From an optimization exercise on the open Yosys and OpenROAD flow, aimed at small area, a short achievable clock period and few clock cycles; shortcuts taken in it are not production practice. At most, simulation tests tie the RTL to the original design; equivalence was not proved.

## dehaze_top
module dehaze_top (
    input  logic        clk,
    input  logic        rst,
    input  logic        in_req,
    output logic        in_ack,
    input  logic [23:0] in_pix,      
    output logic        out_req,
    input  logic        out_ack,
    output logic [23:0] out_pix,     
    output logic        out_last
);
For scale: ~1600 cells after synthesis, about 370 flip-flops, about 55 I/O pins, about 18000 um2 of cells after synthesis.
==> module dehaze_top, before the edit <==
module dehaze_top (
    input  logic        clk,
    input  logic        rst,
    input  logic        in_req,
    output logic        in_ack,
    input  logic [23:0] in_pix,      
    output logic        out_req,
    input  logic        out_ack,
    output logic [23:0] out_pix,     
    output logic        out_last
);
    logic        i_full;            
    logic [23:0] ipix;
    logic [23:0] ch [0:8];          
    logic [5:0]  cnt;               
    logic [3:0]  nold;              
    logic        oraw;              
    logic        ordy;              
    logic        pin;               
    logic        pdr;               
    logic [6:0]  gain;
    logic [7:0]  vm [0:7];          
    logic [7:0]  v3p;               
    logic [7:0]  pmin;              
    function automatic logic lt8(input logic [7:0] a, input logic [7:0] b);
        lt8 = 1'b0;
        for (int i = 0; i < 8; i++) lt8 = (~a[i] & b[i]) | (~(a[i] & ~b[i]) & lt8);
    endfunction
    function automatic logic [7:0] min2(input logic [7:0] a, input logic [7:0] b);
        min2 = lt8(a, b) ? a : b;
    endfunction
    function automatic logic [7:0] min3(input logic [23:0] p);
        logic rg, rb, gb;
        rg = lt8(p[23:16], p[15:8]);
        rb = lt8(p[23:16], p[7:0]);
        gb = lt8(p[15:8], p[7:0]);
        min3 = (rg && rb) ? p[23:16] : (!rg && gb) ? p[15:8] : p[7:0];
    endfunction
    function automatic logic [7:0] recover(input logic [7:0] c, input logic [6:0] g);
        logic [7:0]  u;
        logic [13:0] s, k, pp, ns, nk;
        logic [14:0] p;
        logic [5:0]  hi;
        logic        cy;
        u = ~c;
        s = {6'b0, u & {8{g[0]}}};
        k = 14'd0;
        for (int j = 1; j < 6; j++) begin
            pp = {6'b0, u & {8{g[j]}}} << j;
            ns = s ^ k ^ pp;
            nk = ((s & k) | (s & pp) | (k & pp)) << 1;
            s  = ns;
            k  = nk;
        end
        cy = 1'b0;
        for (int i = 0; i < 8; i++) begin
            ns[i] = s[i] ^ k[i] ^ cy;
            cy    = (s[i] & k[i]) | (s[i] & cy) | (k[i] & cy);
        end
        hi = s[13:8] + k[13:8] + {5'b0, cy};
        p  = {1'b0, hi, ns[7:0]} | (g[6] ? {1'b0, u, 6'b0} : 15'd0);
        recover = (|p[14:12]) ? 8'd0 : ~p[11:4];
    endfunction
    logic [7:0] m_new, m_up, v3, dark, pm_new, vm_new;
    logic [3:0] nnew;
    logic       out_free, do_in, do_drain, c8_valid, interior;
    assign m_new  = min3(ipix);
    assign m_up   = min3(ch[7]);
    assign v3     = min2(vm[7], m_new);
    assign dark   = min2(min2(pmin, vm[7]), m_new);
    assign pm_new = min2(v3p, v3);
    assign vm_new = min2(m_up, m_new);
    assign nnew     = (cnt > 6'd8) ? 4'd9 : cnt[3:0];
    assign out_free = (!oraw && !ordy && !out_req) || (out_req && out_ack);
    assign do_in    = i_full && !pin && out_free;
    assign do_drain = !i_full && !pdr && (nold != 4'd0) && out_free;
    assign c8_valid = (nold != 4'd0) || (cnt > 6'd8);
    assign interior = (cnt[2:1] != 2'd0) && (cnt[5:4] != 2'd0);
    always_ff @(posedge clk or posedge rst) begin
        if (rst) begin
            i_full  <= 1'b0;
            in_ack  <= 1'b0;
            cnt     <= '0;
            nold    <= '0;
            oraw    <= 1'b0;
            ordy    <= 1'b0;
            out_req <= 1'b0;
            pin     <= 1'b0;
            pdr     <= 1'b0;
        end else begin
            if (in_req && !in_ack && (!i_full || pin)) begin
                i_full <= 1'b1;
                in_ack <= 1'b1;
            end else begin
                if (in_ack && !in_req) in_ack <= 1'b0;
                if (pin) i_full <= 1'b0;
            end
            pin <= do_in;
            pdr <= do_drain;
            if (pin) begin
                cnt <= cnt + 1'b1;
                if (cnt == 6'd63) nold <= 4'd9;
                else if (nold != 4'd0) nold <= nold - 1'b1;
            end else if (pdr) begin
                nold <= nold - 1'b1;
            end
            if (out_req && out_ack) out_req <= 1'b0;
            if ((oraw || ordy) && !out_ack) out_req <= 1'b1;
            ordy <= (oraw || ordy) && out_ack;
            oraw <= (do_in && c8_valid) || do_drain;
        end
    end
    always_ff @(posedge clk) begin
        if (!i_full || pin) ipix <= in_pix;
        if (pin) begin
            ch[0] <= ipix;
            vm[0] <= vm_new;
            for (int k = 1; k < 8; k++) vm[k] <= vm[k-1];
            v3p  <= v3;
            pmin <= pm_new;
        end
        for (int k = 1; k < 9; k++) begin
            if (pin || (pdr && nnew < 4'(k))) ch[k] <= ch[k-1];
        end
        gain <= (i_full && interior) ? dehaze_pkg::gain_lut(dark) : 7'd16;
        if (oraw) begin
            out_pix[23:16] <= recover(ch[8][23:16], gain);
            out_pix[15:8]  <= recover(ch[8][15:8], gain);
            out_pix[7:0]   <= recover(ch[8][7:0], gain);
            out_last       <= (nold == 4'd1);
        end
    end
endmodule
==> flow/config.mk <==
export PLATFORM = sky130hd
export DESIGN_NAME = dehaze_top
export DESIGN_NICKNAME = dehaze_top
export VERILOG_FILES = /design/flow/design.v
export SDC_FILE = /design/flow/constraint.sdc
export NUM_CORES = 4
export LEC_CHECK = 0
export ABC_AREA = 1
export CAP_MARGIN = 50
export CORE_MARGIN = 2
export CORE_UTILIZATION = 70
export CTS_CLUSTER_DIAMETER = 60
export CTS_CLUSTER_SIZE = 25
export SLEW_MARGIN = 50
==> flow/constraint.sdc <==
create_clock -name core_clock -period 25.0 [get_ports {clk}]
set_input_delay 5.0000 -clock core_clock [delete_from_list [all_inputs] [get_ports {clk}]]
set_output_delay 5.0000 -clock core_clock [all_outputs]
set_load 0.01 [all_outputs]
standard.sh (not shown) runs the stock make flow with config.mk's settings and CLKGATE_MAP_FILE= SYNTH_SCRIPT=/design/flow/synth_recipe.tcl, a recipe that flattens the netlist after the stock synthesis.
==> flow/flow/run.sh <==
#!/bin/bash
# Own flow: the standard synthesis, then the standard ORFS layout with the
# platform's delay cells kept out of buffering and resizing (they otherwise end
# up as port and wire buffers). Each step's output goes to its own log here.
set -euo pipefail
PLATFORM_DONT_USE="sky130_fd_sc_hd__probe_p_8 sky130_fd_sc_hd__probec_p_8 sky130_fd_sc_hd__lpflow_bleeder_1 sky130_fd_sc_hd__lpflow_clkbufkapwr_1 sky130_fd_sc_hd__lpflow_clkbufkapwr_16 sky130_fd_sc_hd__lpflow_clkbufkapwr_2 sky130_fd_sc_hd__lpflow_clkbufkapwr_4 sky130_fd_sc_hd__lpflow_clkbufkapwr_8 sky130_fd_sc_hd__lpflow_clkinvkapwr_1 sky130_fd_sc_hd__lpflow_clkinvkapwr_16 sky130_fd_sc_hd__lpflow_clkinvkapwr_2 sky130_fd_sc_hd__lpflow_clkinvkapwr_4 sky130_fd_sc_hd__lpflow_clkinvkapwr_8 sky130_fd_sc_hd__lpflow_decapkapwr_12 sky130_fd_sc_hd__lpflow_decapkapwr_3 sky130_fd_sc_hd__lpflow_decapkapwr_4 sky130_fd_sc_hd__lpflow_decapkapwr_6 sky130_fd_sc_hd__lpflow_decapkapwr_8 sky130_fd_sc_hd__lpflow_inputiso0n_1 sky130_fd_sc_hd__lpflow_inputiso0p_1 sky130_fd_sc_hd__lpflow_inputiso1n_1 sky130_fd_sc_hd__lpflow_inputiso1p_1 sky130_fd_sc_hd__lpflow_inputisolatch_1 sky130_fd_sc_hd__lpflow_isobufsrc_1 sky130_fd_sc_hd__lpflow_isobufsrc_16 sky130_fd_sc_hd__lpflow_isobufsrc_2 sky130_fd_sc_hd__lpflow_isobufsrc_4 sky130_fd_sc_hd__lpflow_isobufsrc_8 sky130_fd_sc_hd__lpflow_isobufsrckapwr_16 sky130_fd_sc_hd__lpflow_lsbuf_lh_hl_isowell_tap_1 sky130_fd_sc_hd__lpflow_lsbuf_lh_hl_isowell_tap_2 sky130_fd_sc_hd__lpflow_lsbuf_lh_hl_isowell_tap_4 sky130_fd_sc_hd__lpflow_lsbuf_lh_isowell_4 sky130_fd_sc_hd__lpflow_lsbuf_lh_isowell_tap_1 sky130_fd_sc_hd__lpflow_lsbuf_lh_isowell_tap_2 sky130_fd_sc_hd__lpflow_lsbuf_lh_isowell_tap_4"
DELAY_CELLS="sky130_fd_sc_hd__clkdlybuf4s15_1 sky130_fd_sc_hd__clkdlybuf4s15_2 sky130_fd_sc_hd__clkdlybuf4s18_1 sky130_fd_sc_hd__clkdlybuf4s18_2 sky130_fd_sc_hd__clkdlybuf4s25_1 sky130_fd_sc_hd__clkdlybuf4s25_2 sky130_fd_sc_hd__clkdlybuf4s50_1 sky130_fd_sc_hd__clkdlybuf4s50_2 sky130_fd_sc_hd__dlygate4sd1_1 sky130_fd_sc_hd__dlygate4sd2_1 sky130_fd_sc_hd__dlygate4sd3_1 sky130_fd_sc_hd__dlymetal6s2s_1 sky130_fd_sc_hd__dlymetal6s4s_1 sky130_fd_sc_hd__dlymetal6s6s_1"
bash standard.sh synth > synth.log 2>&1
bash standard.sh "DONT_USE_CELLS=$PLATFORM_DONT_USE $DELAY_CELLS" finish > layout.log 2>&1
test -s out/final.def
The starting point completed with no timing, DRC or antenna violations.
==> next run, changes <==
--- a/flow/design.v
+++ b/flow/design.v
@@ -304,29 +304,21 @@
     endfunction
     function automatic logic [7:0] recover(input logic [7:0] c, input logic [6:0] g);
         logic [7:0]  u;
         logic [13:0] s, k, pp, ns, nk;
         logic [14:0] p;
-        logic [5:0]  hi;
-        logic        cy;
         u = ~c;
         s = {6'b0, u & {8{g[0]}}};
         k = 14'd0;
         for (int j = 1; j < 6; j++) begin
             pp = {6'b0, u & {8{g[j]}}} << j;
             ns = s ^ k ^ pp;
             nk = ((s & k) | (s & pp) | (k & pp)) << 1;
             s  = ns;
             k  = nk;
         end
-        cy = 1'b0;
-        for (int i = 0; i < 8; i++) begin
-            ns[i] = s[i] ^ k[i] ^ cy;
-            cy    = (s[i] & k[i]) | (s[i] & cy) | (k[i] & cy);
-        end
-        hi = s[13:8] + k[13:8] + {5'b0, cy};
-        p  = {1'b0, hi, ns[7:0]} | (g[6] ? {1'b0, u, 6'b0} : 15'd0);
+        p = {1'b0, s + k} | (g[6] ? {1'b0, u, 6'b0} : 15'd0);
         recover = (|p[14:12]) ? 8'd0 : ~p[11:4];
     endfunction
     logic [7:0] m_new, m_up, v3, dark, pm_new, vm_new;
     logic [3:0] nnew;
     logic       out_free, do_in, do_drain, c8_valid, interior;
=>
- The changed run ran to the end with no violations
- first-iteration DRC count fell by 15%
- non-clock buffer count climbs by 1
- hold slack is about the same
- design area fell by about 1.2%
- clock-buffer cell count increases by 2
- wire length fell by 1.1%
- cell count shrinks by about 1.4%
- register-to-register slack stays flat
Testbench counts after the change, summed over its fixed seeds: cycles 8,352.
Function not checked in the first run of this note: the RTL went through the layout flow alone.

==> port drivers added, routing unchanged <==
Ports are ideal in the flow. The routed layouts listed here were re-timed in OpenROAD. Step 1 assumes that a clkbuf_16 drives the clock port and a buf_2 every other input. Step 2, shift: input delay + t, output delay - t, t = (earliest + latest rising clock arrival at the registers) / 2. This alone moves slack from input paths to output paths. a / b / c = no drivers / after step 1 / after step 2; a / b = the first two.
run	shift t [ns]	slack for setup (ns)	worst register clock-pin slew, ns	pins driven straight from the clock port
the first run	0.619	18.892 / 18.839 / 19.045	0.09 / 0.09	1
the second run	0.588	18.914 / 18.866 / 19.043	0.09 / 0.09	1
After both steps every run listed still meets setup and hold.
